From an optimization exercise on the open Yosys and OpenROAD flow, aimed at small area and a short achievable clock period; shortcuts taken in it are not production practice. RTL that was checked went through simulation tests only; none was proved equivalent to the original. Function not checked in runs 2 and 3: the RTL went through the layout flow alone. Power and IR drop assume default switching activity.

==> design/flow/design.v <==
package decodePkg;
	localparam int DataWidth = 32;
	localparam int RegAddrWidth = 5;
	localparam int RegCount = 2 ** RegAddrWidth;
	localparam int SyscallBubbles = 3;
	localparam int BubbleCntWidth = $clog2(SyscallBubbles + 1);
	typedef logic [DataWidth-1:0] word_t;
	typedef logic [RegAddrWidth-1:0] regAddr_t;
	typedef logic [5:0] aluCtrl_t;
	localparam regAddr_t LinkReg = 5'd31;      
	localparam regAddr_t SysArgReg = 5'd2;     
	localparam word_t LinkOffset = 32'd4;
	localparam logic [5:0] OpSpecial = 6'h00, OpRegimm = 6'h01, OpJ = 6'h02, OpJal = 6'h03;
	localparam logic [5:0] OpBeq = 6'h04, OpBne = 6'h05, OpBlez = 6'h06, OpBgtz = 6'h07;
	localparam logic [5:0] OpAddi = 6'h08, OpAddiu = 6'h09, OpSlti = 6'h0a, OpSltiu = 6'h0b;
	localparam logic [5:0] OpAndi = 6'h0c, OpOri = 6'h0d, OpXori = 6'h0e, OpLui = 6'h0f;
	localparam logic [5:0] OpLb = 6'h20, OpLh = 6'h21, OpLw = 6'h23, OpLbu = 6'h24;
	localparam logic [5:0] OpLhu = 6'h25, OpSb = 6'h28, OpSh = 6'h29, OpSw = 6'h2b;
	localparam logic [5:0] FnSll = 6'h00, FnSrl = 6'h02, FnSra = 6'h03, FnSllv = 6'h04;
	localparam logic [5:0] FnSrlv = 6'h06, FnSrav = 6'h07, FnJr = 6'h08, FnJalr = 6'h09;
	localparam logic [5:0] FnSyscall = 6'h0c, FnAdd = 6'h20, FnAddu = 6'h21, FnSub = 6'h22;
	localparam logic [5:0] FnSubu = 6'h23, FnAnd = 6'h24, FnOr = 6'h25, FnXor = 6'h26;
	localparam logic [5:0] FnNor = 6'h27, FnSlt = 6'h2a, FnSltu = 6'h2b;
	localparam regAddr_t RtBltz = 5'h00, RtBgez = 5'h01, RtBltzal = 5'h10, RtBgezal = 5'h11;
	localparam aluCtrl_t AluAdd = 6'b000001, AluAddu = 6'b110111, AluSub = 6'b011101;
	localparam aluCtrl_t AluSubu = 6'b011110, AluAnd = 6'b000100, AluOr = 6'b010000;
	localparam aluCtrl_t AluXor = 6'b011111, AluNor = 6'b001111, AluSlt = 6'b010101;
	localparam aluCtrl_t AluSltu = 6'b111111, AluSll = 6'b010011, AluSrl = 6'b011011;
	localparam aluCtrl_t AluSra = 6'b011001, AluSllv = 6'b010100, AluSrlv = 6'b011100;
	localparam aluCtrl_t AluSrav = 6'b011010, AluLui = 6'b001000;
	localparam aluCtrl_t AluBeq = 6'b100010, AluBne = 6'b101001, AluBlez = 6'b100110;
	localparam aluCtrl_t AluBgtz = 6'b100101, AluBltz = 6'b100111, AluBgez = 6'b100011;
	localparam aluCtrl_t AluJump = 6'b001110, AluJr = 6'b111110;
	localparam aluCtrl_t AluLb = 6'b100001, AluLh = 6'b101011, AluLw = 6'b111101;
	localparam aluCtrl_t AluLbu = 6'b101010, AluLhu = 6'b101100, AluSb = 6'b101111;
	localparam aluCtrl_t AluSh = 6'b110000, AluSw = 6'b110001;
	typedef struct packed {
		logic [5:0] opcode;
		regAddr_t rs;
		regAddr_t rt;
		regAddr_t rd;
		logic [4:0] shamt;
		logic [5:0] funct;
	} rFmt_t;
	typedef struct packed {
		logic [5:0] opcode;
		regAddr_t rs;
		regAddr_t rt;
		logic [15:0] imm16;
	} iFmt_t;
	typedef struct packed {
		logic [5:0] opcode;
		logic [25:0] index26;
	} jFmt_t;
	typedef union packed {
		rFmt_t r;
		iFmt_t i;
		jFmt_t j;
	} instr_t;
	typedef struct packed {
		logic link;
		logic regDst;
		logic jump;
		logic branch;
		logic memRead;
		logic memToReg;
		logic memWrite;
		logic aluSrc;
		logic regWrite;
		logic jumpIndex;     
		logic signExt;
		logic syscall;
		aluCtrl_t aluCtrl;
	} ctrl_t;
	typedef struct packed {
		logic writeback;
		regAddr_t dest;
		word_t data;
	} fwdSrc_t;
	typedef struct packed {
		word_t opA;
		word_t opB;
		regAddr_t dest;
		logic writeback;
		logic takenBranch;
		logic memRead;
		logic memToReg;
		logic memWrite;
		logic aluSrc;
		aluCtrl_t aluCtrl;
		regAddr_t srcA;      
		regAddr_t srcB;
		logic [4:0] shamt;
	} idEx_t;
endpackage
import decodePkg::*;
module instrDecoder (
	input decodePkg::instr_t instr,
	output decodePkg::ctrl_t ctrl
);
	always_comb begin
		ctrl = '0;
		case (instr.r.opcode)
			OpSpecial: begin
				case (instr.r.funct)
					FnSll, FnSrl, FnSra, FnSllv, FnSrlv, FnSrav, FnAdd, FnAddu,
					FnSub, FnSubu, FnAnd, FnOr, FnXor, FnNor, FnSlt, FnSltu: begin
						ctrl.regDst = 1'b1;
						ctrl.regWrite = 1'b1;
						case (instr.r.funct)
							FnSll:   ctrl.aluCtrl = AluSll;
							FnSrl:   ctrl.aluCtrl = AluSrl;
							FnSra:   ctrl.aluCtrl = AluSra;
							FnSllv:  ctrl.aluCtrl = AluSllv;
							FnSrlv:  ctrl.aluCtrl = AluSrlv;
							FnSrav:  ctrl.aluCtrl = AluSrav;
							FnAdd:   ctrl.aluCtrl = AluAdd;
							FnAddu:  ctrl.aluCtrl = AluAddu;
							FnSub:   ctrl.aluCtrl = AluSub;
							FnSubu:  ctrl.aluCtrl = AluSubu;
							FnAnd:   ctrl.aluCtrl = AluAnd;
							FnOr:    ctrl.aluCtrl = AluOr;
							FnXor:   ctrl.aluCtrl = AluXor;
							FnNor:   ctrl.aluCtrl = AluNor;
							FnSlt:   ctrl.aluCtrl = AluSlt;
							default: ctrl.aluCtrl = AluSltu;
						endcase
					end
					FnJr: begin
						ctrl.jump = 1'b1;
						ctrl.aluCtrl = AluJr;
					end
					FnJalr: begin
						ctrl.regDst = 1'b1;          
						ctrl.regWrite = 1'b1;
						ctrl.aluCtrl = AluAdd;
						ctrl.link = 1'b1;
						ctrl.jump = 1'b1;
					end
					FnSyscall: begin
						ctrl.aluSrc = 1'b1;
						ctrl.regWrite = 1'b1;
						ctrl.signExt = 1'b1;
						ctrl.aluCtrl = AluAdd;
						ctrl.syscall = 1'b1;
					end
					default: ctrl = '0;
				endcase
			end
			OpRegimm: begin
				case (instr.i.rt)
					RtBltz: begin
						ctrl.branch = 1'b1;
						ctrl.signExt = 1'b1;
						ctrl.aluCtrl = AluBltz;
					end
					RtBgez: begin
						ctrl.branch = 1'b1;
						ctrl.signExt = 1'b1;
						ctrl.aluCtrl = AluBgez;
					end
					RtBltzal, RtBgezal: begin
						ctrl.branch = 1'b1;
						ctrl.signExt = 1'b1;
						ctrl.aluCtrl = AluAdd;       
						ctrl.link = 1'b1;
						ctrl.regWrite = 1'b1;
					end
					default: ctrl = '0;
				endcase
			end
			OpJ: begin
				ctrl.jump = 1'b1;
				ctrl.jumpIndex = 1'b1;
				ctrl.aluCtrl = AluJump;
			end
			OpJal: begin
				ctrl.link = 1'b1;
				ctrl.jump = 1'b1;
				ctrl.jumpIndex = 1'b1;
				ctrl.regWrite = 1'b1;
				ctrl.aluCtrl = AluAdd;
			end
			OpBeq, OpBne, OpBlez, OpBgtz: begin
				ctrl.branch = 1'b1;
				ctrl.signExt = 1'b1;    
				case (instr.r.opcode)
					OpBeq:   ctrl.aluCtrl = AluBeq;
					OpBne:   ctrl.aluCtrl = AluBne;
					OpBlez:  ctrl.aluCtrl = AluBlez;
					default: ctrl.aluCtrl = AluBgtz;
				endcase
			end
			OpAddi, OpAddiu, OpSlti, OpSltiu, OpAndi, OpOri, OpXori, OpLui: begin
				ctrl.aluSrc = 1'b1;
				ctrl.regWrite = 1'b1;
				case (instr.r.opcode)
					OpAddi:  begin ctrl.aluCtrl = AluAdd;  ctrl.signExt = 1'b1; end
					OpAddiu: begin ctrl.aluCtrl = AluAddu; ctrl.signExt = 1'b1; end
					OpSlti:  begin ctrl.aluCtrl = AluSlt;  ctrl.signExt = 1'b1; end
					OpSltiu: begin ctrl.aluCtrl = AluSltu; ctrl.signExt = 1'b1; end   
					OpAndi:  ctrl.aluCtrl = AluAnd;
					OpOri:   ctrl.aluCtrl = AluOr;
					OpXori:  ctrl.aluCtrl = AluXor;
					default: ctrl.aluCtrl = AluLui;
				endcase
			end
			OpLb, OpLh, OpLw, OpLbu, OpLhu: begin
				ctrl.aluSrc = 1'b1;
				ctrl.regWrite = 1'b1;
				ctrl.signExt = 1'b1;
				ctrl.memRead = 1'b1;
				ctrl.memToReg = 1'b1;
				case (instr.r.opcode)
					OpLb:    ctrl.aluCtrl = AluLb;
					OpLh:    ctrl.aluCtrl = AluLh;
					OpLw:    ctrl.aluCtrl = AluLw;
					OpLbu:   ctrl.aluCtrl = AluLbu;
					default: ctrl.aluCtrl = AluLhu;
				endcase
			end
			OpSb, OpSh, OpSw: begin
				ctrl.aluSrc = 1'b1;
				ctrl.signExt = 1'b1;
				ctrl.memWrite = 1'b1;
				case (instr.r.opcode)
					OpSb:    ctrl.aluCtrl = AluSb;
					OpSh:    ctrl.aluCtrl = AluSh;
					default: ctrl.aluCtrl = AluSw;
				endcase
			end
			default: ctrl = '0;
		endcase
	end
endmodule
import decodePkg::*;
module regFile (
	input logic CLK,
	input decodePkg::regAddr_t srcA,
	input decodePkg::regAddr_t srcB,
	input decodePkg::fwdSrc_t wb,
	input decodePkg::word_t wbData,
	output decodePkg::word_t rdA,
	output decodePkg::word_t rdB,
	output decodePkg::word_t sysArg
);
	logic [DataWidth-1:0] regs [0:RegCount-1];
	always_ff @(posedge CLK) begin
		if (wb.writeback) begin
			regs[wb.dest] <= wbData;
		end
	end
	assign rdA = regs[srcA];
	assign rdB = regs[srcB];
	assign sysArg = regs[SysArgReg];   
endmodule
import decodePkg::*;
module operandForward (
	input decodePkg::regAddr_t srcA,
	input decodePkg::regAddr_t srcB,
	input decodePkg::word_t rdA,
	input decodePkg::word_t rdB,
	input decodePkg::fwdSrc_t exFwd,
	input decodePkg::fwdSrc_t memFwd,
	input decodePkg::fwdSrc_t wbFwd,
	output decodePkg::word_t fwdA,
	output decodePkg::word_t fwdB
);
	always_comb begin
		if (exFwd.writeback && (exFwd.dest == srcA)) begin
			fwdA = exFwd.data;       
		end else if (memFwd.writeback && (memFwd.dest == srcA)) begin
			fwdA = memFwd.data;
		end else if (wbFwd.writeback && (wbFwd.dest == srcA)) begin
			fwdA = wbFwd.data;
		end else begin
			fwdA = rdA;
		end
	end
	always_comb begin
		if (exFwd.writeback && (exFwd.dest == srcB)) begin
			fwdB = exFwd.data;
		end else if (memFwd.writeback && (memFwd.dest == srcB)) begin
			fwdB = memFwd.data;
		end else if (wbFwd.writeback && (wbFwd.dest == srcB)) begin
			fwdB = wbFwd.data;
		end else begin
			fwdB = rdB;
		end
	end
endmodule
import decodePkg::*;
module branchResolve (
	input decodePkg::instr_t instr,
	input decodePkg::ctrl_t ctrl,
	input decodePkg::word_t fwdA,
	input decodePkg::word_t fwdB,
	input decodePkg::word_t pca,
	input decodePkg::word_t cia,
	output logic taken,
	output decodePkg::word_t nextPc
);
	logic cond;
	decodePkg::word_t offset;
	decodePkg::word_t branchTarget;
	decodePkg::word_t jumpTarget;
	always_comb begin
		case (instr.i.opcode)
			OpBeq:  cond = (fwdA == fwdB);
			OpBne:  cond = (fwdA != fwdB);
			OpBlez: cond = ($signed(fwdA) <= 0);
			OpBgtz: cond = ($signed(fwdA) > 0);
			OpRegimm: begin
				case (instr.i.rt)
					RtBltz, RtBltzal: cond = ($signed(fwdA) < 0);
					RtBgez, RtBgezal: cond = ($signed(fwdA) >= 0);
					default:          cond = 1'b0;
				endcase
			end
			default: cond = 1'b0;
		endcase
	end
	assign taken = ctrl.jump | (ctrl.branch & cond);
	assign offset = {{(DataWidth-18){instr.i.imm16[15]}}, instr.i.imm16, 2'b00};
	assign branchTarget = pca + offset;
	assign jumpTarget = {cia[31:28], instr.j.index26, 2'b00};   
	always_comb begin
		if (ctrl.jump && ctrl.jumpIndex) begin
			nextPc = jumpTarget;
		end else if (ctrl.jump) begin
			nextPc = fwdA;                   
		end else if (taken) begin
			nextPc = branchTarget;
		end else begin
			nextPc = pca;
		end
	end
endmodule
import decodePkg::*;
module decodeStage (
	input logic CLK,
	input logic RESET,
	input logic FREEZE,
	input decodePkg::instr_t instr,
	input decodePkg::word_t pca,
	input decodePkg::word_t cia,
	input decodePkg::fwdSrc_t exFwd,
	input decodePkg::fwdSrc_t memFwd,
	input decodePkg::fwdSrc_t wbFwd,
	input decodePkg::word_t wbData,
	output decodePkg::idEx_t idEx,
	output decodePkg::word_t nextPc,
	output logic fetchNull,
	output logic insertBubble,
	output logic sysPulse
);
	decodePkg::ctrl_t ctrl;
	decodePkg::word_t rdA;
	decodePkg::word_t rdB;
	decodePkg::word_t sysArg;
	decodePkg::word_t fwdA;
	decodePkg::word_t fwdB;
	decodePkg::word_t imm;
	logic taken;
	decodePkg::regAddr_t dest;
	decodePkg::idEx_t idExNext;
	logic [BubbleCntWidth-1:0] bubbleCnt;
	instrDecoder u_decoder (
		.instr (instr),
		.ctrl  (ctrl)
	);
	regFile u_regFile (
		.CLK    (CLK),
		.srcA   (instr.r.rs),
		.srcB   (instr.r.rt),
		.wb     (wbFwd),
		.wbData (wbData),
		.rdA    (rdA),
		.rdB    (rdB),
		.sysArg (sysArg)
	);
	operandForward u_forward (
		.srcA   (instr.r.rs),
		.srcB   (instr.r.rt),
		.rdA    (rdA),
		.rdB    (rdB),
		.exFwd  (exFwd),
		.memFwd (memFwd),
		.wbFwd  (wbFwd),
		.fwdA   (fwdA),
		.fwdB   (fwdB)
	);
	branchResolve u_branch (
		.instr  (instr),
		.ctrl   (ctrl),
		.fwdA   (fwdA),
		.fwdB   (fwdB),
		.pca    (pca),
		.cia    (cia),
		.taken  (taken),
		.nextPc (nextPc)
	);
	assign fetchNull = taken;
	assign imm = ctrl.signExt ? {{(DataWidth-16){instr.i.imm16[15]}}, instr.i.imm16}
	                          : {{(DataWidth-16){1'b0}}, instr.i.imm16};
	always_comb begin
		if (ctrl.regDst)       dest = instr.r.rd;
		else if (ctrl.link)    dest = LinkReg;
		else if (ctrl.syscall) dest = '0;
		else                   dest = instr.i.rt;
	end
	always_comb begin
		idExNext = '0;
		idExNext.opA = ctrl.link ? pca : (ctrl.syscall ? sysArg : rdA);
		if (ctrl.link)         idExNext.opB = LinkOffset;
		else if (ctrl.syscall) idExNext.opB = '0;
		else if (ctrl.aluSrc)  idExNext.opB = imm;
		else                   idExNext.opB = rdB;
		idExNext.dest = dest;
		idExNext.writeback = (ctrl.regWrite && (dest != '0)) || ctrl.memToReg;
		idExNext.takenBranch = taken;
		idExNext.memRead = ctrl.memRead;
		idExNext.memToReg = ctrl.memToReg;
		idExNext.memWrite = ctrl.memWrite;
		idExNext.aluSrc = ctrl.aluSrc;
		idExNext.aluCtrl = ctrl.aluCtrl;
		idExNext.srcA = (ctrl.link || ctrl.syscall) ? '0 : instr.r.rs;
		idExNext.srcB = (ctrl.aluSrc || ctrl.link || ctrl.syscall) ? '0 : instr.r.rt;
		idExNext.shamt = instr.r.shamt;
	end
	assign insertBubble = ctrl.syscall && (bubbleCnt != '0);
	assign sysPulse = ctrl.syscall && (bubbleCnt == '0);
	always_ff @(posedge CLK or negedge RESET) begin
		if (!RESET) begin
			bubbleCnt <= BubbleCntWidth'(SyscallBubbles);
		end else if (!FREEZE) begin
			if (insertBubble) begin
				bubbleCnt <= bubbleCnt - 1'b1;
			end else begin
				bubbleCnt <= BubbleCntWidth'(SyscallBubbles);   
			end
		end
	end
	always_ff @(posedge CLK or negedge RESET) begin
		if (!RESET) begin
			idEx <= '0;
		end else if (!FREEZE) begin
			idEx <= insertBubble ? '0 : idExNext;    
		end
	end
endmodule
==> design/flow/run.sh <==
#!/bin/bash
# synth_recipe.tcl (not shown) runs the flow's synth.tcl, then flattens the netlist and writes it again
# the make line also repeats each setting of config.mk as NAME=value (left out here)
make -C /OpenROAD-flow-scripts/flow DESIGN_CONFIG=/design/flow/config.mk WORK_HOME=/design/flow/orfs CLKGATE_MAP_FILE= SYNTH_SCRIPT=/design/flow/synth_recipe.tcl finish
==> design/flow/config.mk <==
export PLATFORM = sky130hd
export DESIGN_NAME = decodeStage
export DESIGN_NICKNAME = decodeStage
export VERILOG_FILES = /design/flow/design.v
export SDC_FILE = /design/flow/constraint.sdc
export NUM_CORES = 4
export LEC_CHECK = 0
export CAP_MARGIN = 20
export CORE_MARGIN = 2
export CORE_UTILIZATION = 40
export SETUP_SLACK_MARGIN = 0.3
export SLEW_MARGIN = 20
==> design/flow/constraint.sdc <==
create_clock -name core_clock -period 8.5 [get_ports {CLK}]
set_input_delay 1.7000 -clock core_clock [delete_from_list [all_inputs] [get_ports {CLK}]]
set_output_delay 1.7000 -clock core_clock [all_outputs]
set_load 0.01 [all_outputs]
==> summary.txt, run 1 <==
drt total wl=254 mm; Mapped Avg Cell Area=13.9 um2; multi-input gate area in the final layout=0.0241 mm2; P_int=10.1 mW; die area=0.150 mm2; post-DR wirelength/cell=36.7 um; Synth Flop Type=edfxtp_1; Chip Height=387 um; GRT Util Overall=0.328; CTS tree=done; Critical-path top delay cell=clkdlybuf4s50_1; Netlist cell types=97; most frequent cells in the layout=edfxtp_1, mux2i_1, buf_4; first-pass GRT wire length=345 mm; Pleak=26.4 nW; Worst-path clk slew=0.06 ns; Hold Crit Class=register to register; relative slew slack=0.197; clock root cell=clkbuf_16; Area after DPL=0.0678 mm2; Finished Layout Cells=6914; Area growth syn-to-layout=23.0%; Peak VDD IR=0.162 mV; Overflow after GRT=0; Sw Ratio=0.267; Achievable Freq=121 MHz; gpl congestion=1.05; CP delay by family, top=buffers and inverters; clock latency (worst-skew pair)=0.78 ns; clock share of power=0.381; kind of end point of the critical path=output port; EDFF count, synth=1024; HPWL Detailed=185 mm; Setup CP Type=primary input to output port; sequential power share=0.453; Post-Syn Nets=4503; Final Critical Period=8.26 ns; final-layout fill cell count=12600; detailed-route via count=45000; critical path fanouts, max=19; largest net degree at the start of global routing=96; WL met3=25.9 mm; ys async rst share=0.0865; Max-cap violations=0; Bufs and invs on worst path=8; RSZ-0062 raised after global routing=yes; number of global-route vias before repair=43400; Critical Path AT=6.56 ns; DRT Pass-1 Iters=8; setup total negative slack=0 ns; Worst path most repeated cell=buf_4; final design area excluding fillers=0.0723 mm2; Cells after Synth=4222; FF/Latch Area=0.0332 mm2; max layer used=met5; Core Area=0.146 mm2; Die W=387 um; period utilisation layout=0.972; register area share after synthesis=0.564; #FFs+latches synth=1121; Critical Path Start Type=primary input; PortBufs=347; Sink Count=1121; Combinational Power Share=0.166; DRC viols=0; clock buffer depth=3; post-synthesis cell area=0.0588 mm2; Initial Util=0.404; Fin Hold WS=0.475 ns; worst slew pin tran=1.19 ns; Placed Cells=6677; met2 wire len=114 mm; Final Hold Viols=0; initial antenna violation count=18; Yosys Warn Count=5; post-layout util=0.496; Metal-1 WL=94.1 mm; nets=5178; Power Dens Cells=190 mW/mm2; Slowest Stage Delay on Critical Path=0.56 ns; Top Ports=376; Placement Rows=140; status=complete, no violations; Final Skew=0.0315 ns; initial DRC count=6070; fin. max-slew vios=0; DR vias/cell=6.51; hold_buf cts=0; final setup fails=0; WP data required=6.80 ns; worst path cell trace=buf_16, buf_8, buf_12, buf_16, mux2i_1, o22ai_1, nor4_1, buf_4, nand4_1, o211ai_1, nand3_1, buf_4, nor4_4, nand3_2, nor4_4, a211oi_2, a211oi_4, buf_4, a21oi_1, xnor2_1, o21ai_1, clkdlybuf4s50_1; most common cell after layout, fill and taps aside=edfxtp_1; Antenna Violating Nets Remaining=0; CTS buffer count=113; layout cells sized above 1=0.233; H-tree depth=3; P_sw=3.67 mW
==> final cells by class <==
| type | instances | area share |
|---|---|---|
| Antenna cell | 5 | 0.000173 |
| Multi-Input combinational cell | 2725 | 0.334 |
| Timing Repair Buffer | 889 | 0.119 |
| Inverter | 47 | 0.00244 |
| Clock inverter | 76 | 0.0123 |
| Tap cell | 1917 | 0.0332 |
| Clock buffer | 134 | 0.0405 |
| Sequential cell | 1121 | 0.459 |
==> worst register-to-register path: stages, from the launching register on <==
cell and delay [ns]:
edfxtp_1 0.37, mux4_2 0.24, nand2_1 0.05, a32o_1 0.28
a211oi_1 0.63, buf_4 0.27, a221o_1 0.16, or3_1 0.11
nand4_1 0.12, or4_4 0.50, nor4_4 0.30, a211oi_2 0.13
a211oi_4 0.23, buf_4 0.22, nand3_1 0.10, mux2_2 0.31
==> logic make-up after synthesis <==
kind of cell,Yosys count,synth area share
multiplexers,871,0.203
XOR/XNOR,80,0.0119
flip-flops,1121,0.564
AND/OR/NAND/NOR,826,0.0709
adder cells (fa/ha/maj),36,0.00779
buffers and inverters,376,0.0373
AO/OA/AOI/OAI,912,0.105
==> final timing paths <==
| kind | from | to | slack [ns] | depth (start not counted) |
|---|---|---|---|---|
| setup / recovery | instr[23] | nextPc[31] | 0.24 | 22 |
| hold / removal | idEx[69] | idEx[69] | 0.47 | 1 |
| max in group asynchronous | RESET | idEx[41] | 6.29 | 2 |
| min in group asynchronous | RESET | idEx[18] | 0.91 | 1 |
| hold reg to reg | idEx[69] | idEx[69] | 0.47 | 1 |
| setup reg to reg | u_regFile.regs[8][15] | idEx[25] | 4.37 | 15 |
==> metal layers <==
layer	GRT usage	vias to the layer above
li1	-	18400
met1	0.416	22800
met2	0.510	3114
met3	0.0673	716
met4	0.218	18
met5	0	-
==> synth_stat cells (47+ instances only) <==
library cell | n | share of area
a211oi_1 | 56 | 0.0071
a21oi_1 | 144 | 0.012
a22oi_1 | 122 | 0.016
buf_2 | 83 | 0.0071
buf_4 | 49 | 0.0063
buf_6 | 64 | 0.012
clkbuf_1 | 113 | 0.0072
dfrtp_1 | 95 | 0.040
edfxtp_1 | 1024 | 0.52
inv_1 | 47 | 0.0030
mux2i_1 | 605 | 0.10
mux4_2 | 258 | 0.099
nand2_1 | 261 | 0.017
nand3_1 | 130 | 0.011
nor2_1 | 137 | 0.0087
nor3_1 | 71 | 0.0060
o21ai_0 | 124 | 0.011
o22ai_1 | 190 | 0.020
==> repair_timing <==
item | CTS | global route
setup buffers | 3 | 14
endpoints found under the setup margin | 31 | 31
gates resized for setup | 78 | 62
pin swaps | 13 | 8
cloned | 1 | 4
endpoints found under the hold margin | 0 | 0
==> through the flow <==
step	power [mW]	setup WS, ns
6_report	13.7	0.239
4_1_cts	13.7	0.219
3_5_place_dp	8.52	-0.503
3_3_place_gp	8.51	-0.500
2_1_floorplan	7.33	1.30
5_1_grt	14.0	0.195
==> state kept, by name, indices dropped and copies added (netlist names) <==
signal          count
u_regFile.regs   1024
idEx               95
bubbleCnt           2
==> power groups by stage <==
stage,logic (mW),registers (mW),clock network (mW)
5_1_grt,2.36,6.23,5.46
2_1_floorplan,0.995,6.33,0
6_report,2.28,6.22,5.22
3_3_place_gp,2.18,6.33,0
4_1_cts,2.21,6.22,5.25
3_5_place_dp,2.18,6.33,0
==> run 2, diff against run 1 <==
--- a/design/flow/design.v
+++ b/design/flow/design.v
@@ -245,15 +245,66 @@
 	output decodePkg::word_t sysArg
 );
 	logic [DataWidth-1:0] regs [0:RegCount-1];
-	always_ff @(posedge CLK) begin
-		if (wb.writeback) begin
-			regs[wb.dest] <= wbData;
+	logic [RegCount*DataWidth-1:0] regsFlat;
+	logic [RegCount-1:0] we;
+	logic [RegCount-1:0] selA;
+	logic [RegCount-1:0] selB;
+	always_comb begin
+		for (int i = 0; i < RegCount; i++) begin
+			we[i] = wb.writeback && (wb.dest == RegAddrWidth'(i));
+			selA[i] = (srcA == RegAddrWidth'(i));
+			selB[i] = (srcB == RegAddrWidth'(i));
 		end
 	end
-	assign rdA = regs[srcA];
-	assign rdB = regs[srcB];
+	for (genvar i = 0; i < RegCount; i++) begin : g_reg
+		always_ff @(posedge CLK) begin
+			if (we[i]) begin
+				regs[i] <= wbData;
+			end
+		end
+	end
+	for (genvar i = 0; i < RegCount; i++) begin : g_flat
+		assign regsFlat[i*DataWidth +: DataWidth] = regs[i];
+	end
+	readPort u_portA (.sel(selA), .regs(regsFlat), .rd(rdA));
+	readPort u_portB (.sel(selB), .regs(regsFlat), .rd(rdB));
 	assign sysArg = regs[SysArgReg];   
 endmodule
+module readPort (
+	input logic [RegCount-1:0] sel,
+	input logic [RegCount*DataWidth-1:0] regs,
+	output decodePkg::word_t rd
+);
+	for (genvar b = 0; b < DataWidth; b++) begin : g_bit
+		logic [10:0] n;
+		for (genvar k = 0; k < 10; k++) begin : g_aoi
+			aoi222 u_aoi (
+				.a0(sel[3*k]),   .b0(regs[(3*k)*DataWidth+b]),
+				.a1(sel[3*k+1]), .b1(regs[(3*k+1)*DataWidth+b]),
+				.a2(sel[3*k+2]), .b2(regs[(3*k+2)*DataWidth+b]),
+				.y(n[k])
+			);
+		end
+		aoi22 u_aoi_last (
+			.a0(sel[30]), .b0(regs[(30)*DataWidth+b]),
+			.a1(sel[31]), .b1(regs[(31)*DataWidth+b]),
+			.y(n[10])
+		);
+		assign rd[b] = ~&n;
+	end
+endmodule
+module aoi222 (
+	input logic a0, b0, a1, b1, a2, b2,
+	output logic y
+);
+	assign y = ~((a0 & b0) | (a1 & b1) | (a2 & b2));
+endmodule
+module aoi22 (
+	input logic a0, b0, a1, b1,
+	output logic y
+);
+	assign y = ~((a0 & b0) | (a1 & b1));
+endmodule
 import decodePkg::*;
 module operandForward (
 	input decodePkg::regAddr_t srcA,
--- a/design/flow/config.mk
+++ b/design/flow/config.mk
@@ -10,3 +10,4 @@
 export CORE_UTILIZATION = 40
 export SETUP_SLACK_MARGIN = 0.3
 export SLEW_MARGIN = 20
+export SYNTH_HIERARCHICAL = 1
==> summary.txt, run 2 <==
Top Ports=376 (unchanged); most frequent cells in the layout=edfxtp_1, buf_4, a222oi_1; #FFs+latches synth=1122 (+0.089%); H-tree depth=3 (unchanged); multi-input gate area in the final layout=0.0187 mm2 (-23%); layout check faults=negative setup slack; Pleak=23.7 nW (-10%); Slowest Stage Delay on Critical Path=0.51 ns (-0.05 ns); DR vias/cell=6.84 (+5.1%); clock root cell=clkbuf_16; post-synthesis cell area=0.0514 mm2 (-13%); post-synthesis compound-gate area fraction=0.216 (+0.111); Sink Count=1122 (+0.089%); Yosys Warn Count=12 (+7); Initial Util=0.403 (about the same); dominant cells by area after synthesis=edfxtp_1, a222oi_1, dfrtp_1; most common cell after layout, fill and taps aside=edfxtp_1; drt total wl=232 mm (-8.7%); sequential power share=0.467 (+0.014); Achievable Freq=113 MHz (-6.5%); Final WS setup=-0.338 ns (-0.577 ns); setup total negative slack=-6.76 ns (-6.76 ns); HPWL Detailed=170 mm (-8.0%); largest net degree at the start of global routing=108 (+13%); most common cell in the netlist=edfxtp_1; Critical-path top delay cell=or3_4; status=failed layout checks; DRC viols=0 (unchanged); Cells after Synth=3603 (-15%); Bufs and invs on worst path=13 (+5); fin. max-slew vios=0 (unchanged); clock latency (worst-skew pair)=0.76 ns (-0.02 ns); Netlist cell types=89 (-8.2%); Fin Hold WS=0.485 ns (+0.0100 ns); kind of end point of the critical path=output port; CTS tree=done; final-layout fill cell count=10700 (-16%); initial DRC count=9451 (+56%); Final Skew=0.0604 ns (+0.0289 ns); Final Critical Period=8.84 ns (+0.577 ns); gpl congestion=1.06 (+1.1%); PortBufs=347 (unchanged); Power Dens Cells=193 mW/mm2 (+1.9%); Sw Ratio=0.263 (-0.00430); Max-cap violations=0 (unchanged); P_int=9.83 mW (-2.3%); Critical Path AT=7.14 ns (+0.58 ns); number of global-route vias before repair=43500 (+0.39%); hold_buf cts=0 (unchanged); simple-gate area share of the yosys netlist=0.0854 (+0.0145); clock buffer depth=3 (unchanged); worst slew pin tran=1.15 ns (-0.0401 ns); top post-synthesis cells by count=edfxtp_1, a222oi_1, nand2_1; Synth Flop Type=edfxtp_1; largest family of logic cells by synthesized area=compound AO/OA/AOI/OAI gates; period utilisation layout=1.04 (+0.0679); synthesized-area fraction occupied by adder cells=0.00890 (+0.00112); Placed Cells=6227 (-6.7%); Die W=363 um (-6.4%); post-DR wirelength/cell=35.5 um (-3.4%); relative slew slack=0.230 (+0.0333); CTS buffer count=116 (+2.7%); Chip Height=363 um (-6.4%); GRT Util Overall=0.342 (+0.0139); Post-Syn Nets=3884 (-14%); Peak VDD IR=0.167 mV (+3.3%); Final Hold Viols=0 (unchanged); Overflow after GRT=0 (unchanged); ys async rst share=0.0873 (+0.000814); clock share of power=0.376 (-0.005); initial antenna violation count=19 (+1); final setup fails=31 (+31); Finished Layout Cells=6538 (-5.4%); DRT Pass-1 Iters=11 (+3); die area=0.131 mm2 (-12%); Critical Path Start Type=primary input; detailed-route via count=44700 (-0.66%); EDFF count, synth=1024 (unchanged); nets=5046 (-2.5%); Core Area=0.128 mm2 (-13%); register area share after synthesis=0.646 (+0.0814); Mapped Avg Cell Area=14.3 um2 (+2.5%); layout cells sized above 1=0.298 (+0.0651); max reg flops=1024 (unchanged); Antenna Violating Nets Remaining=0 (unchanged); Setup CP Type=primary input to output port; FF/Latch Area=0.0332 mm2 (about the same); critical path fanouts, max=8 (-11); Hold Crit Class=register to register; RSZ-0062 raised after global routing=yes; WP data required=6.80 ns (about the same); most flop-heavy register=u_regFile.regs; first-pass GRT wire length=319 mm (-7.5%); registers with the most flip-flops=u_regFile.regs x1024, idEx x96, bubbleCnt x2; CP delay by family, top=buffers and inverters; Placement Rows=131 (-6.4%); multiplexer share of the synthesized area=0.0111 (-0.192); cell accounting for the most synthesized area=edfxtp_1; Combinational Power Share=0.157 (-0.009); Worst-path clk slew=0.06 ns (about the same); Yosys top cell area share=0.598 (+0.0750); Area growth syn-to-layout=34.0%; post-synthesis xor/xnor area fraction=0.0138 (+0.00188); P_sw=3.50 mW (-4.4%)
run 2: what timing repair did:
item | in CTS | in global routing
pin swaps | 109 | 62
setup endpoints to repair | 31 | 31
resized for setup | 340 | 39
gates cloned | 7 | 0
buffers inserted | 56 | 16
endpoints found under the hold margin | 0 | 0
run 2: routing by layer:
| layer | wire, um | track usage | vias up | part of all wire |
|---|---|---|---|---|
| li1 | - | - | 18400 | - |
| met1 | 81500 | 0.410 | 22300 | 0.35 |
| met2 | 108000 | 0.557 | 3382 | 0.46 |
| met3 | 26300 | 0.0840 | 656 | 0.11 |
| met4 | 16600 | 0.208 | 2 | 0.072 |
| met5 | 13 | 0 | - | 0.000056 |
run 2: logic make-up (layout without fill, tap and decap cells):
group,Yosys count,count (layout)
buffers and inverters,184,1442
AND/OR/NAND/NOR,869,873
XOR/XNOR,81,81
adder cells (fa/ha/maj),36,36
multiplexers,57,57
flip-flops,1122,1122
other,0,11
AO/OA/AOI/OAI,1254,1254
run 2: Yosys stat by module (local to each module, per instance):
module	cell area (um2)	flip-flops and latches	times used
operandForward	2690	0	1
instrDecoder	928	0	1
branchResolve	2810	0	1
readPort	761	0	2
decodeStage	4630	98	1
regFile	31600	1024	1
aoi222	10.0	0	640
aoi22	12.5	0	64
run 2: through the flow:
step	setup WS (ns)	total power, mW	utilization	instance area (um2)
after floorplan	0.431	7.02	-	51400
after global placement	-1.25	8.25	0.498	63500
after detailed placement	-1.32	8.26	0.498	63500
after CTS	-0.204	13.3	0.538	68600
after global routing	-0.399	13.6	0.540	68900
final	-0.338	13.3	0.541	68900
run 2: path summary, 6_finish.rpt:
kind                                        from        end  slack (ns)  cells after the start
setup / recovery                       instr[19]  nextPc[9]       -0.34                     29
hold / removal                          idEx[21]   idEx[21]        0.48                      2
setup reg to reg           u_regFile.regs[2][28]   idEx[25]        3.62                     21
max in group asynchronous                  RESET   idEx[13]        6.28                      2
hold reg to reg                         idEx[21]   idEx[21]        0.48                      2
min in group asynchronous                  RESET   idEx[73]        0.97                      1
run 2: final cells by class:
class / instances / area share
Sequential cell: 1122 / 0.482
Multi-Input combinational cell: 2301 / 0.271
Timing Repair Buffer: 1199 / 0.162
Clock buffer: 139 / 0.0441
Tap cell: 1662 / 0.0302
Clock inverter: 79 / 0.00982
Inverter: 25 / 0.00136
Antenna cell: 11 / 0.000399
run 2: tightest hold or removal path, delay by kind of cell (launching register included):
family	cells	cell delay, ns
simple gates	1	0.05
flops	1	0.34
compound gates	1	0.06
run 2: power by group through the flow:
| stage | combinational [mW] | sequential [mW] | clock (mW) |
|---|---|---|---|
| finish | 2.09 | 6.22 | 5.02 |
| global route | 2.15 | 6.23 | 5.27 |
| CTS | 2.01 | 6.23 | 5.06 |
| detailed placement | 1.92 | 6.34 | 0 |
| global placement | 1.91 | 6.33 | 0 |
| floorplan | 0.671 | 6.35 | 0 |
==> run 3, diff against run 2 <==
--- a/design/flow/design.v
+++ b/design/flow/design.v
@@ -240,8 +240,8 @@
 	input decodePkg::regAddr_t srcB,
 	input decodePkg::fwdSrc_t wb,
 	input decodePkg::word_t wbData,
-	output decodePkg::word_t rdA,
-	output decodePkg::word_t rdB,
+	output logic [3*DataWidth-1:0] rdA_m,    
+	output logic [3*DataWidth-1:0] rdB_m,
 	output decodePkg::word_t sysArg
 );
 	logic [DataWidth-1:0] regs [0:RegCount-1];
@@ -262,18 +262,16 @@
 				regs[i] <= wbData;
 			end
 		end
-	end
-	for (genvar i = 0; i < RegCount; i++) begin : g_flat
 		assign regsFlat[i*DataWidth +: DataWidth] = regs[i];
 	end
-	readPort u_portA (.sel(selA), .regs(regsFlat), .rd(rdA));
-	readPort u_portB (.sel(selB), .regs(regsFlat), .rd(rdB));
+	readPort u_portA (.sel(selA), .regs(regsFlat), .m(rdA_m));
+	readPort u_portB (.sel(selB), .regs(regsFlat), .m(rdB_m));
 	assign sysArg = regs[SysArgReg];   
 endmodule
 module readPort (
 	input logic [RegCount-1:0] sel,
 	input logic [RegCount*DataWidth-1:0] regs,
-	output decodePkg::word_t rd
+	output logic [3*DataWidth-1:0] m
 );
 	for (genvar b = 0; b < DataWidth; b++) begin : g_bit
 		logic [10:0] n;
@@ -286,11 +284,13 @@
 			);
 		end
 		aoi22 u_aoi_last (
-			.a0(sel[30]), .b0(regs[(30)*DataWidth+b]),
-			.a1(sel[31]), .b1(regs[(31)*DataWidth+b]),
+			.a0(sel[30]), .b0(regs[30*DataWidth+b]),
+			.a1(sel[31]), .b1(regs[31*DataWidth+b]),
 			.y(n[10])
 		);
-		assign rd[b] = ~&n;
+		nand4g u_m0 (.a(n[0]), .b(n[1]), .c(n[2]), .d(n[3]), .y(m[3*b]));
+		nand4g u_m1 (.a(n[4]), .b(n[5]), .c(n[6]), .d(n[7]), .y(m[3*b+1]));
+		nand3g u_m2 (.a(n[8]), .b(n[9]), .c(n[10]), .y(m[3*b+2]));
 	end
 endmodule
 module aoi222 (
@@ -305,39 +305,69 @@
 );
 	assign y = ~((a0 & b0) | (a1 & b1));
 endmodule
+module nand4g (
+	input logic a, b, c, d,
+	output logic y
+);
+	assign y = ~(a & b & c & d);
+endmodule
+module nand3g (
+	input logic a, b, c,
+	output logic y
+);
+	assign y = ~(a & b & c);
+endmodule
+module o31aig (
+	input logic a1, a2, a3, b1,
+	output logic y
+);
+	assign y = ~((a1 | a2 | a3) & b1);
+endmodule
+module o21aig (
+	input logic a1, a2, b1,
+	output logic y
+);
+	assign y = ~((a1 | a2) & b1);
+endmodule
 import decodePkg::*;
 module operandForward (
 	input decodePkg::regAddr_t srcA,
 	input decodePkg::regAddr_t srcB,
-	input decodePkg::word_t rdA,
-	input decodePkg::word_t rdB,
+	input logic [3*DataWidth-1:0] rdA_m,
+	input logic [3*DataWidth-1:0] rdB_m,
 	input decodePkg::fwdSrc_t exFwd,
 	input decodePkg::fwdSrc_t memFwd,
 	input decodePkg::fwdSrc_t wbFwd,
 	output decodePkg::word_t fwdA,
 	output decodePkg::word_t fwdB
 );
-	always_comb begin
-		if (exFwd.writeback && (exFwd.dest == srcA)) begin
-			fwdA = exFwd.data;       
-		end else if (memFwd.writeback && (memFwd.dest == srcA)) begin
-			fwdA = memFwd.data;
-		end else if (wbFwd.writeback && (wbFwd.dest == srcA)) begin
-			fwdA = wbFwd.data;
-		end else begin
-			fwdA = rdA;
-		end
-	end
-	always_comb begin
-		if (exFwd.writeback && (exFwd.dest == srcB)) begin
-			fwdB = exFwd.data;
-		end else if (memFwd.writeback && (memFwd.dest == srcB)) begin
-			fwdB = memFwd.data;
-		end else if (wbFwd.writeback && (wbFwd.dest == srcB)) begin
-			fwdB = wbFwd.data;
-		end else begin
-			fwdB = rdB;
-		end
+	fwdPort u_fwdA (.src(srcA), .rd_m(rdA_m), .exFwd(exFwd), .memFwd(memFwd), .wbFwd(wbFwd), .fwd(fwdA));
+	fwdPort u_fwdB (.src(srcB), .rd_m(rdB_m), .exFwd(exFwd), .memFwd(memFwd), .wbFwd(wbFwd), .fwd(fwdB));
+endmodule
+module fwdPort (
+	input decodePkg::regAddr_t src,
+	input logic [3*DataWidth-1:0] rd_m,
+	input decodePkg::fwdSrc_t exFwd,
+	input decodePkg::fwdSrc_t memFwd,
+	input decodePkg::fwdSrc_t wbFwd,
+	output decodePkg::word_t fwd
+);
+	logic hitEx, hitMem, hitWb;
+	logic selEx, selMem, selWb, selRd;
+	assign hitEx = exFwd.writeback && (exFwd.dest == src);
+	assign hitMem = memFwd.writeback && (memFwd.dest == src);
+	assign hitWb = wbFwd.writeback && (wbFwd.dest == src);
+	assign selEx = hitEx;
+	assign selMem = !hitEx && hitMem;
+	assign selWb = !hitEx && !hitMem && hitWb;
+	assign selRd = !hitEx && !hitMem && !hitWb;
+	for (genvar b = 0; b < DataWidth; b++) begin : g_bit
+		logic [3:0] t;
+		nand2g u_ex (.a(selEx), .b(exFwd.data[b]), .y(t[0]));
+		nand2g u_mem (.a(selMem), .b(memFwd.data[b]), .y(t[1]));
+		nand2g u_wb (.a(selWb), .b(wbFwd.data[b]), .y(t[2]));
+		o31aig u_rd (.a1(rd_m[3*b]), .a2(rd_m[3*b+1]), .a3(rd_m[3*b+2]), .b1(selRd), .y(t[3]));
+		nand4g u_out (.a(t[0]), .b(t[1]), .c(t[2]), .d(t[3]), .y(fwd[b]));
 	end
 endmodule
 import decodePkg::*;
@@ -351,41 +381,133 @@
 	output logic taken,
 	output decodePkg::word_t nextPc
 );
+	logic [1:0] eqR;
+	logic eq, neg, neg_n, leZ, le_n;
+	logic isBeq, isBne, isBlez, isBgtz, isBltz, isBgez;
+	logic isRegimmBr;
+	logic [5:0] term_n;
+	logic [1:0] any;
+	logic cond_n;
 	logic cond;
 	decodePkg::word_t offset;
 	decodePkg::word_t branchTarget;
 	decodePkg::word_t jumpTarget;
-	always_comb begin
-		case (instr.i.opcode)
-			OpBeq:  cond = (fwdA == fwdB);
-			OpBne:  cond = (fwdA != fwdB);
-			OpBlez: cond = ($signed(fwdA) <= 0);
-			OpBgtz: cond = ($signed(fwdA) > 0);
-			OpRegimm: begin
-				case (instr.i.rt)
-					RtBltz, RtBltzal: cond = ($signed(fwdA) < 0);
-					RtBgez, RtBgezal: cond = ($signed(fwdA) >= 0);
-					default:          cond = 1'b0;
-				endcase
-			end
-			default: cond = 1'b0;
-		endcase
-	end
-	assign taken = ctrl.jump | (ctrl.branch & cond);
+	decodePkg::word_t seqPc;
+	assign isBeq = (instr.i.opcode == OpBeq);
+	assign isBne = (instr.i.opcode == OpBne);
+	assign isBlez = (instr.i.opcode == OpBlez);
+	assign isBgtz = (instr.i.opcode == OpBgtz);
+	assign isRegimmBr = (instr.i.opcode == OpRegimm) && (instr.i.rt[3:1] == 3'b000);
+	assign isBltz = isRegimmBr && !instr.i.rt[0];     
+	assign isBgez = isRegimmBr && instr.i.rt[0];      
+	eqTree u_eq (.a(fwdA), .b(fwdB), .r(eqR), .eq(eq));
+	leTree u_le (.a(fwdA), .z(leZ), .le_n(le_n));
+	assign neg = fwdA[DataWidth-1];
+	assign neg_n = ~neg;
+	nand2g u_beq (.a(eq), .b(isBeq), .y(term_n[0]));
+	o21aig u_bne (.a1(eqR[0]), .a2(eqR[1]), .b1(isBne), .y(term_n[1]));      
+	o21aig u_blez (.a1(neg), .a2(leZ), .b1(isBlez), .y(term_n[2]));         
+	nand2g u_bgtz (.a(le_n), .b(isBgtz), .y(term_n[3]));
+	nand2g u_bltz (.a(neg), .b(isBltz), .y(term_n[4]));
+	nand2g u_bgez (.a(neg_n), .b(isBgez), .y(term_n[5]));
+	nand3g u_any0 (.a(term_n[0]), .b(term_n[1]), .c(term_n[2]), .y(any[0]));
+	nand3g u_any1 (.a(term_n[3]), .b(term_n[4]), .c(term_n[5]), .y(any[1]));
+	nor2g u_cond (.a(any[0]), .b(any[1]), .y(cond_n));
+	assign cond = ~cond_n;
+	assign taken = ctrl.jump | cond;
 	assign offset = {{(DataWidth-18){instr.i.imm16[15]}}, instr.i.imm16, 2'b00};
 	assign branchTarget = pca + offset;
 	assign jumpTarget = {cia[31:28], instr.j.index26, 2'b00};   
 	always_comb begin
 		if (ctrl.jump && ctrl.jumpIndex) begin
-			nextPc = jumpTarget;
+			seqPc = jumpTarget;
 		end else if (ctrl.jump) begin
-			nextPc = fwdA;                   
-		end else if (taken) begin
-			nextPc = branchTarget;
+			seqPc = fwdA;                    
 		end else begin
-			nextPc = pca;
+			seqPc = pca;
 		end
 	end
+	for (genvar b = 0; b < DataWidth; b++) begin : g_pc
+		mux2g u_mux (.s(cond_n), .a1(seqPc[b]), .a0(branchTarget[b]), .y(nextPc[b]));
+	end
+endmodule
+module eqTree (
+	input decodePkg::word_t a,
+	input decodePkg::word_t b,
+	output logic [1:0] r,
+	output logic eq
+);
+	logic [31:0] x;
+	logic [7:0] p;
+	logic [3:0] q;
+	for (genvar i = 0; i < 32; i++) begin : g_x
+		xnor2g u_x (.a(a[i]), .b(b[i]), .y(x[i]));
+	end
+	for (genvar i = 0; i < 8; i++) begin : g_p
+		nand4g u_p (.a(x[4*i]), .b(x[4*i+1]), .c(x[4*i+2]), .d(x[4*i+3]), .y(p[i]));
+	end
+	for (genvar i = 0; i < 4; i++) begin : g_q
+		nor2g u_q (.a(p[2*i]), .b(p[2*i+1]), .y(q[i]));
+	end
+	for (genvar i = 0; i < 2; i++) begin : g_r
+		nand2g u_r (.a(q[2*i]), .b(q[2*i+1]), .y(r[i]));
+	end
+	nor2g u_eq (.a(r[0]), .b(r[1]), .y(eq));
+endmodule
+module leTree (
+	input decodePkg::word_t a,
+	output logic z,
+	output logic le_n
+);
+	logic [15:0] p;
+	logic [7:0] q;
+	logic [3:0] r;
+	logic [1:0] t;
+	for (genvar i = 0; i < 15; i++) begin : g_p
+		nor2g u_p (.a(a[2*i]), .b(a[2*i+1]), .y(p[i]));
+	end
+	assign p[15] = ~a[30];
+	for (genvar i = 0; i < 8; i++) begin : g_q
+		nand2g u_q (.a(p[2*i]), .b(p[2*i+1]), .y(q[i]));
+	end
+	for (genvar i = 0; i < 4; i++) begin : g_r
+		nor2g u_r (.a(q[2*i]), .b(q[2*i+1]), .y(r[i]));
+	end
+	for (genvar i = 0; i < 2; i++) begin : g_t
+		nand2g u_t (.a(r[2*i]), .b(r[2*i+1]), .y(t[i]));
+	end
+	nor2g u_z (.a(t[0]), .b(t[1]), .y(z));
+	nor2g u_le (.a(a[31]), .b(z), .y(le_n));
+endmodule
+module xnor2g (
+	input logic a, b,
+	output logic y
+);
+	assign y = ~(a ^ b);
+endmodule
+module nand2g (
+	input logic a, b,
+	output logic y
+);
+	assign y = ~(a & b);
+endmodule
+module nor2g (
+	input logic a, b,
+	output logic y
+);
+	assign y = ~(a | b);
+endmodule
+module nor4g (
+	input logic a, b, c, d,
+	output logic y
+);
+	assign y = ~(a | b | c | d);
+endmodule
+module mux2g (
+	input logic s, a1, a0,
+	output logic y
+);
+	assign y = s ? a1 : a0;
 endmodule
 import decodePkg::*;
 module decodeStage (
@@ -406,6 +528,8 @@
 	output logic sysPulse
 );
 	decodePkg::ctrl_t ctrl;
+	logic [3*DataWidth-1:0] rdA_m;
+	logic [3*DataWidth-1:0] rdB_m;
 	decodePkg::word_t rdA;
 	decodePkg::word_t rdB;
 	decodePkg::word_t sysArg;
@@ -426,15 +550,15 @@
 		.srcB   (instr.r.rt),
 		.wb     (wbFwd),
 		.wbData (wbData),
-		.rdA    (rdA),
-		.rdB    (rdB),
+		.rdA_m  (rdA_m),
+		.rdB_m  (rdB_m),
 		.sysArg (sysArg)
 	);
 	operandForward u_forward (
 		.srcA   (instr.r.rs),
 		.srcB   (instr.r.rt),
-		.rdA    (rdA),
-		.rdB    (rdB),
+		.rdA_m  (rdA_m),
+		.rdB_m  (rdB_m),
 		.exFwd  (exFwd),
 		.memFwd (memFwd),
 		.wbFwd  (wbFwd),
@@ -452,6 +576,10 @@
 		.nextPc (nextPc)
 	);
 	assign fetchNull = taken;
+	for (genvar b = 0; b < DataWidth; b++) begin : g_rd
+		assign rdA[b] = |rdA_m[3*b +: 3];
+		assign rdB[b] = |rdB_m[3*b +: 3];
+	end
 	assign imm = ctrl.signExt ? {{(DataWidth-16){instr.i.imm16[15]}}, instr.i.imm16}
 	                          : {{(DataWidth-16){1'b0}}, instr.i.imm16};
 	always_comb begin
==> design/flow/flow/run.sh (new file) <==
#!/bin/bash
# The standard layout (standard.sh: ORFS synthesis to final layout), with two changes:
# the I/O ports get plain buf_4 buffers instead of the delay cells buffer_ports picks by
# default, and the resizer may swap cells across footprints. The full make output goes to
# standard.log here; ORFS's per-step logs are under orfs/logs/.
set -euo pipefail
bash standard.sh \
	"BUFFER_PORTS_ARGS=-buffer_cell sky130_fd_sc_hd__buf_4" \
	MATCH_CELL_FOOTPRINT=0 \
	finish > standard.log 2>&1
==> design/flow/standard.sh (new file) <==
#!/bin/bash
# synth_recipe.tcl (not shown) runs the flow's synth.tcl, then flattens the netlist and writes it again
# the make line also repeats each setting of config.mk as NAME=value (left out here)
make -C /OpenROAD-flow-scripts/flow DESIGN_CONFIG=/design/flow/config.mk WORK_HOME=/design/flow/orfs CLKGATE_MAP_FILE= SYNTH_SCRIPT=/design/flow/synth_recipe.tcl "${@:-finish}"
--- a/design/flow/config.mk
+++ b/design/flow/config.mk
@@ -5,9 +5,11 @@
 export SDC_FILE = /design/flow/constraint.sdc
 export NUM_CORES = 4
 export LEC_CHECK = 0
+export ABC_CLOCK_PERIOD_IN_PS = 100000
 export CAP_MARGIN = 20
 export CORE_MARGIN = 2
 export CORE_UTILIZATION = 40
-export SETUP_SLACK_MARGIN = 0.3
+export CTS_BUF_LIST = sky130_fd_sc_hd__clkbuf_4 sky130_fd_sc_hd__clkbuf_8
+export SETUP_SLACK_MARGIN = 3.0
 export SLEW_MARGIN = 20
 export SYNTH_HIERARCHICAL = 1
removed: design/flow/run.sh
==> summary.txt, run 3 <==
Die W=363 um (about the same); Final Power=13.1 mW (-2.1%); registers with the most flip-flops=u_regFile.regs x1024, idEx x96, bubbleCnt x2; clock buffer depth=3 (unchanged); relative slew slack=0.114 (-0.116); critical path fanouts, max=13 (+5); Area after DPL=0.0586 mm2 (-7.8%); kind of end point of the critical path=output port; setup total negative slack=0 ns (+6.76 ns); final-layout fill cell count=11000 (+3.2%); HPWL Detailed=158 mm (-7.0%); Yosys Warn Count=11 (-1); period utilisation layout=0.900 (-0.140); DRT Pass-1 Iters=14 (+3); P_int=9.48 mW (-3.6%); Post-Syn Nets=3948 (+1.6%); Hold Path Sink=idEx[23]; Final Hold Viols=0 (unchanged); Mapped Avg Cell Area=14.0 um2 (-1.7%); Worst-path clk slew=0.06 ns (about the same); Peak VDD IR=0.164 mV (-1.6%); worst reg-to-reg path cell count=21 (unchanged); Max-cap violations=0 (unchanged); Place WS=0.451 ns (+1.77 ns); RSZ-0062 raised after global routing=yes; die area=0.132 mm2 (about the same); WP data required=6.80 ns (about the same); Power Dens Cells=202 mW/mm2 (+4.2%); drt total wl=249 mm (+7.3%); first-pass GRT wire length=333 mm (+4.2%); clock share of power=0.374 (-0.002); most frequent cells in the layout=edfxtp_1, a222oi_1, buf_4; Placed Cells=5802 (-6.8%); final setup fails=0 (-100%); Core Area=0.128 mm2 (+0.13%); sequential power share=0.477 (+0.010); Initial Util=0.403 (about the same); PortBufs=347 (unchanged); Antenna Violating Nets Remaining=0 (unchanged); R2R setup slack=4.60 ns (+0.98 ns); fin. max-slew vios=0 (unchanged); post-layout util=0.507 (-0.0332); Cells after Synth=3666 (+1.7%); CTS tree=done; layout cells sized above 1=0.300 (+0.00139); worst slew pin tran=1.31 ns (+0.163 ns); CTS buffer count=186 (+60%); nets=4781 (-5.3%); Area growth syn-to-layout=25.9%; clock root cell=clkbuf_8; final design area excluding fillers=0.0648 mm2 (-6.0%); clock latency (worst-skew pair)=0.92 ns (+0.16 ns); GRT Util Overall=0.365 (+0.0227); Pleak=22.2 nW (-6.0%); Final Critical Period=7.65 ns (-1.19 ns); Combinational Power Share=0.149 (-0.008); Chip Height=363 um (about the same); detailed-route via count=45700 (+2.3%); Achievable Freq=131 MHz (+16%); post-DR wirelength/cell=39.4 um (+11%); DR vias/cell=7.23 (+5.7%); initial DRC count=10900 (+15%); Overflow after GRT=0 (unchanged); Top Ports=376 (unchanged); Worst R2R Start=u_regFile.regs[15][24]; Critical Path Start Type=primary input; post-synthesis cell area=0.0515 mm2 (about the same); Final Skew=0.0455 ns (-0.0149 ns); worst setup path start=instr[25]; most common cell after layout, fill and taps aside=edfxtp_1; P_sw=3.58 mW (+2.3%); Critical Path AT=5.95 ns (-1.19 ns); number of global-route vias before repair=42100 (-3.3%); H-tree depth=4 (+1); min-delay src=idEx[23]; Setup CP Type=primary input to output port; Placement Rows=131 (unchanged); DRC viols=0 (unchanged); Finished Layout Cells=6324 (-3.3%); most flop-heavy register=u_regFile.regs; worst hold path depth=1 (-1); Sink Count=1122 (unchanged); largest net degree at the start of global routing=91 (-16%); status=complete, no violations; Fin Hold WS=0.479 ns (-0.00563 ns); gpl congestion=1.00 (-5.5%); initial antenna violation count=21 (+2); Hold Crit Class=register to register; Sw Ratio=0.274 (+0.0117); max reg flops=1024 (unchanged); Final WS setup=0.850 ns (+1.19 ns); RR Endpoint=idEx[25]
run 3: how the worst max path moves through the flow:
stage	cells after the start	endpoint
3_5_place_dp	19	nextPc[7]
2_1_floorplan	14	nextPc[0]
5_1_grt	21	nextPc[1]
3_3_place_gp	20	nextPc[7]
6_report	23	nextPc[1]
4_1_cts	22	nextPc[1]
run 3: layout make-up:
type	instances	area [um2]	share of cell area
sequential	1122	33200	0.513
multi-input combinational	2410	18800	0.291
timing repair buffer	749	6760	0.104
clock buffer	271	3270	0.0504
tap	1662	2080	0.0321
clock inverter	67	473	0.00730
inverter	30	116	0.00180
antenna	13	32.5	0.000502
run 3: power groups by stage:
stage	Clock [mW]	Sequential [mW]	Combinational (mW)
finish	4.89	6.24	1.94
global route	5.13	6.24	1.98
CTS	4.89	6.23	1.83
detailed placement	0	6.34	1.68
global placement	0	6.34	1.67
floorplan	0	6.35	0.721
run 3: worst max-delay path, stage by stage:
cell and delay (ns):
buf_12 0.14, nand3b_1 0.14, buf_6 0.19, nor2_4 0.14, buf_4 0.20, a222oi_1 0.44, nand4_1 0.45, o31ai_2 0.38
nand4_1 0.17, buf_4 0.20, nor2_1 0.09, nand2_1 0.06, nor2_1 0.12, nand2_2 0.10, nor2_4 0.17, nor2_1 0.06
nand2_1 0.07, nand3_2 0.08, nor2_4 0.13, buf_12 0.17, clkbuf_16 0.19, mux2_4 0.36, buf_6 0.14
run 3: routing by layer:
metal,part of all wire,vias to the layer above,global-route usage
met1,0.34,22500,0.445
met5,0.0020,-,0.0192
li1,-,17900,-
met2,0.42,4407,0.534
met4,0.069,24,0.204
met3,0.17,879,0.164
run 3: timing repair:
action / in CTS / in global routing
gates cloned: 24 / 1
setup endpoints to repair: 34 / 34
resized for setup: 141 / 31
hold buffers: 0 / 0
buffers inserted: 129 / 17
hold endpoints to repair: 0 / 0
pin swaps: 147 / 39
==> run 4, diff against run 3 <==
--- a/design/flow/design.v
+++ b/design/flow/design.v
@@ -428,7 +428,10 @@
 		end
 	end
 	for (genvar b = 0; b < DataWidth; b++) begin : g_pc
-		mux2g u_mux (.s(cond_n), .a1(seqPc[b]), .a0(branchTarget[b]), .y(nextPc[b]));
+		logic u_n, v_n;
+		o21aig u_br (.a1(any[0]), .a2(any[1]), .b1(branchTarget[b]), .y(u_n));
+		nand2g u_seq (.a(cond_n), .b(seqPc[b]), .y(v_n));
+		nand2g u_pc (.a(u_n), .b(v_n), .y(nextPc[b]));
 	end
 endmodule
 module eqTree (
@@ -497,18 +500,6 @@
 );
 	assign y = ~(a | b);
 endmodule
-module nor4g (
-	input logic a, b, c, d,
-	output logic y
-);
-	assign y = ~(a | b | c | d);
-endmodule
-module mux2g (
-	input logic s, a1, a0,
-	output logic y
-);
-	assign y = s ? a1 : a0;
-endmodule
 import decodePkg::*;
 module decodeStage (
 	input logic CLK,
==> design/flow/flow/run.sh (replaced) <==
#!/bin/bash
# The standard layout (standard.sh: ORFS synthesis to final layout), with these changes:
# - the I/O ports get plain buf_2 buffers instead of the delay cells buffer_ports picks by
#   default (the resizer still sizes them),
# - the resizer may swap cells across footprints,
# - CTS uses no dummy load cells (same options as ORFS's default otherwise).
# The full make output goes to standard.log here; ORFS's per-step logs are under orfs/logs/.
set -euo pipefail
bash standard.sh \
	"BUFFER_PORTS_ARGS=-buffer_cell sky130_fd_sc_hd__buf_2" \
	MATCH_CELL_FOOTPRINT=0 \
	"CTS_ARGS=-sink_clustering_enable -repair_clock_nets -dont_use_dummy_load -buf_list {sky130_fd_sc_hd__clkbuf_4 sky130_fd_sc_hd__clkbuf_8}" \
	finish > standard.log 2>&1
--- a/design/flow/config.mk
+++ b/design/flow/config.mk
@@ -10,6 +10,7 @@
 export CORE_MARGIN = 2
 export CORE_UTILIZATION = 40
 export CTS_BUF_LIST = sky130_fd_sc_hd__clkbuf_4 sky130_fd_sc_hd__clkbuf_8
+export PLACE_DENSITY = 0.5
 export SETUP_SLACK_MARGIN = 3.0
 export SLEW_MARGIN = 20
 export SYNTH_HIERARCHICAL = 1
==> summary.txt, run 4 <==
status=complete, no violations; RR Endpoint=idEx[25]; CTS buffer count=192 (+3.2%); Worst R2R Start=u_regFile.regs[0][21]; critical path fanouts, max=20 (+7); initial antenna violation count=23 (+9.5%); Sink Count=1122 (unchanged); Mapped Avg Cell Area=13.8 um2 (-1.9%); period utilisation layout=0.883 (-0.0172); Slowest Stage Delay on Critical Path=0.75 ns (+0.30 ns); largest net degree at the start of global routing=93 (+2.2%); DRC viols=0 (unchanged); RSZ-0062 raised after global routing=yes; Final Critical Period=7.50 ns (-0.146 ns); Initial Util=0.403 (about the same); gpl congestion=0.963 (-3.7%); post-layout util=0.500 (-0.00746); Finished Layout Cells=6309 (-0.24%); clock buffer depth=3 (unchanged); PortBufs=347 (unchanged); final-layout fill cell count=11300 (+2.6%); Core Area=0.128 mm2 (-0.13%); CTS tree=done; most common cell after layout, fill and taps aside=edfxtp_1; worst path cell trace=buf_12, buf_4, nand3_4, buf_4, nor2_4, a222oi_1, nand3_1, o31ai_2, nand4_1, xnor2_1, nand4_1, nor2_1, nand2_1, o21ai_2, nand3_4, nor2_4, buf_12, clkbuf_16, nand2_2, nand2_2, buf_6; Max-cap violations=0 (unchanged); Post-Syn Nets=4012 (+1.6%); Power Dens Cells=192 mW/mm2 (-4.9%); Cells after Synth=3730 (+1.7%); Peak VDD IR=0.197 mV (+20%); Bufs and invs on worst path=6 (-1); worst slew pin tran=1.31 ns (-0.00493 ns); Placed Cells=5805 (+0.052%); setup total negative slack=0 ns (unchanged); Area after DPL=0.0569 mm2 (-2.8%); Chip Height=362 um (about the same); Critical Path Start Type=primary input; Final Skew=0.101 ns (+0.0554 ns); max reg flops=1024 (unchanged); Hold Crit Class=register to register; die area=0.131 mm2 (-0.15%); final design area excluding fillers=0.0637 mm2 (-1.6%); Overflow after GRT=0 (unchanged); nets=4916 (+2.8%); HPWL Detailed=167 mm (+5.8%); kind of end point of the critical path=output port; post-synthesis cell area=0.0514 mm2 (-0.16%); worst hold path depth=2 (+1); fin. max-slew vios=0 (unchanged); Pleak=21.7 nW (-2.3%); Antenna Violating Nets Remaining=0 (unchanged); DRT Pass-1 Iters=14 (unchanged); relative slew slack=0.121 (+0.00669); worst setup path start=instr[18]; clock root cell=clkbuf_8; Die W=362 um (about the same); first-pass GRT wire length=351 mm (+5.4%); number of global-route vias before repair=42100 (-0.050%); detailed-route via count=45800 (+0.085%); DR vias/cell=7.25 (+0.32%); Area growth syn-to-layout=24.1%; post-DR wirelength/cell=42.0 um (+6.6%); clock latency (worst-skew pair)=0.97 ns (+0.05 ns); Critical-path top delay cell=a222oi_1; final setup fails=0 (unchanged); GRT Util Overall=0.390 (+0.0252); min-delay src=bubbleCnt[1]; Final Power=12.2 mW (-6.4%); initial DRC count=10500 (-3.4%); Yosys Warn Count=11 (unchanged); Placement Rows=131 (unchanged); Achievable Freq=133 MHz (+1.9%); most flop-heavy register=u_regFile.regs; H-tree depth=4 (unchanged); Critical Path AT=5.80 ns (-0.15 ns); registers with the most flip-flops=u_regFile.regs x1024, idEx x96, bubbleCnt x2; layout cells sized above 1=0.297 (-0.00322); most frequent cells in the layout=edfxtp_1, a222oi_1, nand2_1; worst reg-to-reg path cell count=18 (-14%); CP delay by family, top=simple AND/OR/NAND/NOR gates; Hold Path Sink=bubbleCnt[1]; Worst-path clk slew=0.06 ns (about the same); Final Hold Viols=0 (unchanged); drt total wl=265 mm (+6.4%); WP data required=6.80 ns (about the same); Top Ports=376 (unchanged); R2R setup slack=4.54 ns (-0.06 ns); Setup CP Type=primary input to output port
## run 4: per-stage QoR
stage | setup slack [ns] | hold WS [ns]
floorplan | 1.61 | 0.453
global placement | 0.296 | 0.462
detailed placement | 0.215 | 0.466
finish | 0.996 | 0.474
CTS | 1.21 | 0.478
global route | 0.945 | 0.498
## run 4: layer usage
metal  part of all wire  track usage  up-vias
li1                   -            -    18100
met1               0.36        0.492    23100
met2               0.43        0.584     3823
met3               0.15        0.140      695
met4              0.065        0.212       18
met5            0.00043            0        -
## run 4: area by class of cell
type,count,area [um2],share of cell area
multi-input combinational,2486,19100,0.300
timing repair buffer,802,6540,0.103
clock buffer,192,2640,0.0415
tap,1662,2080,0.0326
antenna,15,37.5,0.000589
inverter,30,116,0.00183
sequential,1122,33200,0.521
## run 4: tightest hold or removal path, stage by stage (launching register included)
cell,delay (ns)
dfstp_2,0.36
inv_1,0.06
a21oi_1,0.06
## run 4: worst max-delay path by stage
stage | to | cells after the start | slack (ns)
3_3_place_gp | nextPc[18] | 20 | 0.30
2_1_floorplan | nextPc[0] | 15 | 1.61
5_1_grt | nextPc[12] | 21 | 0.95
3_5_place_dp | nextPc[18] | 20 | 0.22
4_1_cts | nextPc[5] | 24 | 1.21
6_report | nextPc[26] | 21 | 1.0
## run 4: power breakdown
part | total (mW) | internal, mW | switching, mW
clock network | 4.04 | 1.97 | 2.07
registers | 6.24 | 6.16 | 0.0832
logic | 1.94 | 0.656 | 1.29
total | 12.2 | 8.79 | 3.44
## run 4: what timing repair did
action	CTS	global route
pin swaps	179	52
endpoints found under the hold margin	0	0
gates cloned	35	2
hold buffers	0	0
resized for setup	197	75
buffers inserted	223	36
endpoints found under the setup margin	35	34

[what the ideal ports hide]
Ports are ideal in the flow. The routed layouts listed here were re-timed in OpenROAD. Step 1 sets driving cells, clkbuf_16 on the clock port and buf_2 on the other inputs (assumed; they add their load-dependent delay and slew). Step 2 moves the port delays by t, midway between the first and last clock arrival at a register: inputs arrive t later, outputs are due t later. That takes back most of the time a late clock gives input paths. Slacks: ideal ports / drivers / drivers and shift; pairs: ideal ports / drivers.
run | t, ns | slack for setup (ns) | cell pins on the clock port's net
run 1 | 0.847 | 0.239 / 0.152 / 0.152 | 1
run 2 | 0.810 | -0.338 / -0.365 / -0.365 | 1
run 3 | 0.982 | 0.850 / 0.542 / 0.542 | 1
run 4 | 1.002 | 0.996 / 0.773 / 0.773 | 1
The setup slack of run 3, which loses most, moves by -0.308 ns with the drivers and by -0.308 ns with both steps.
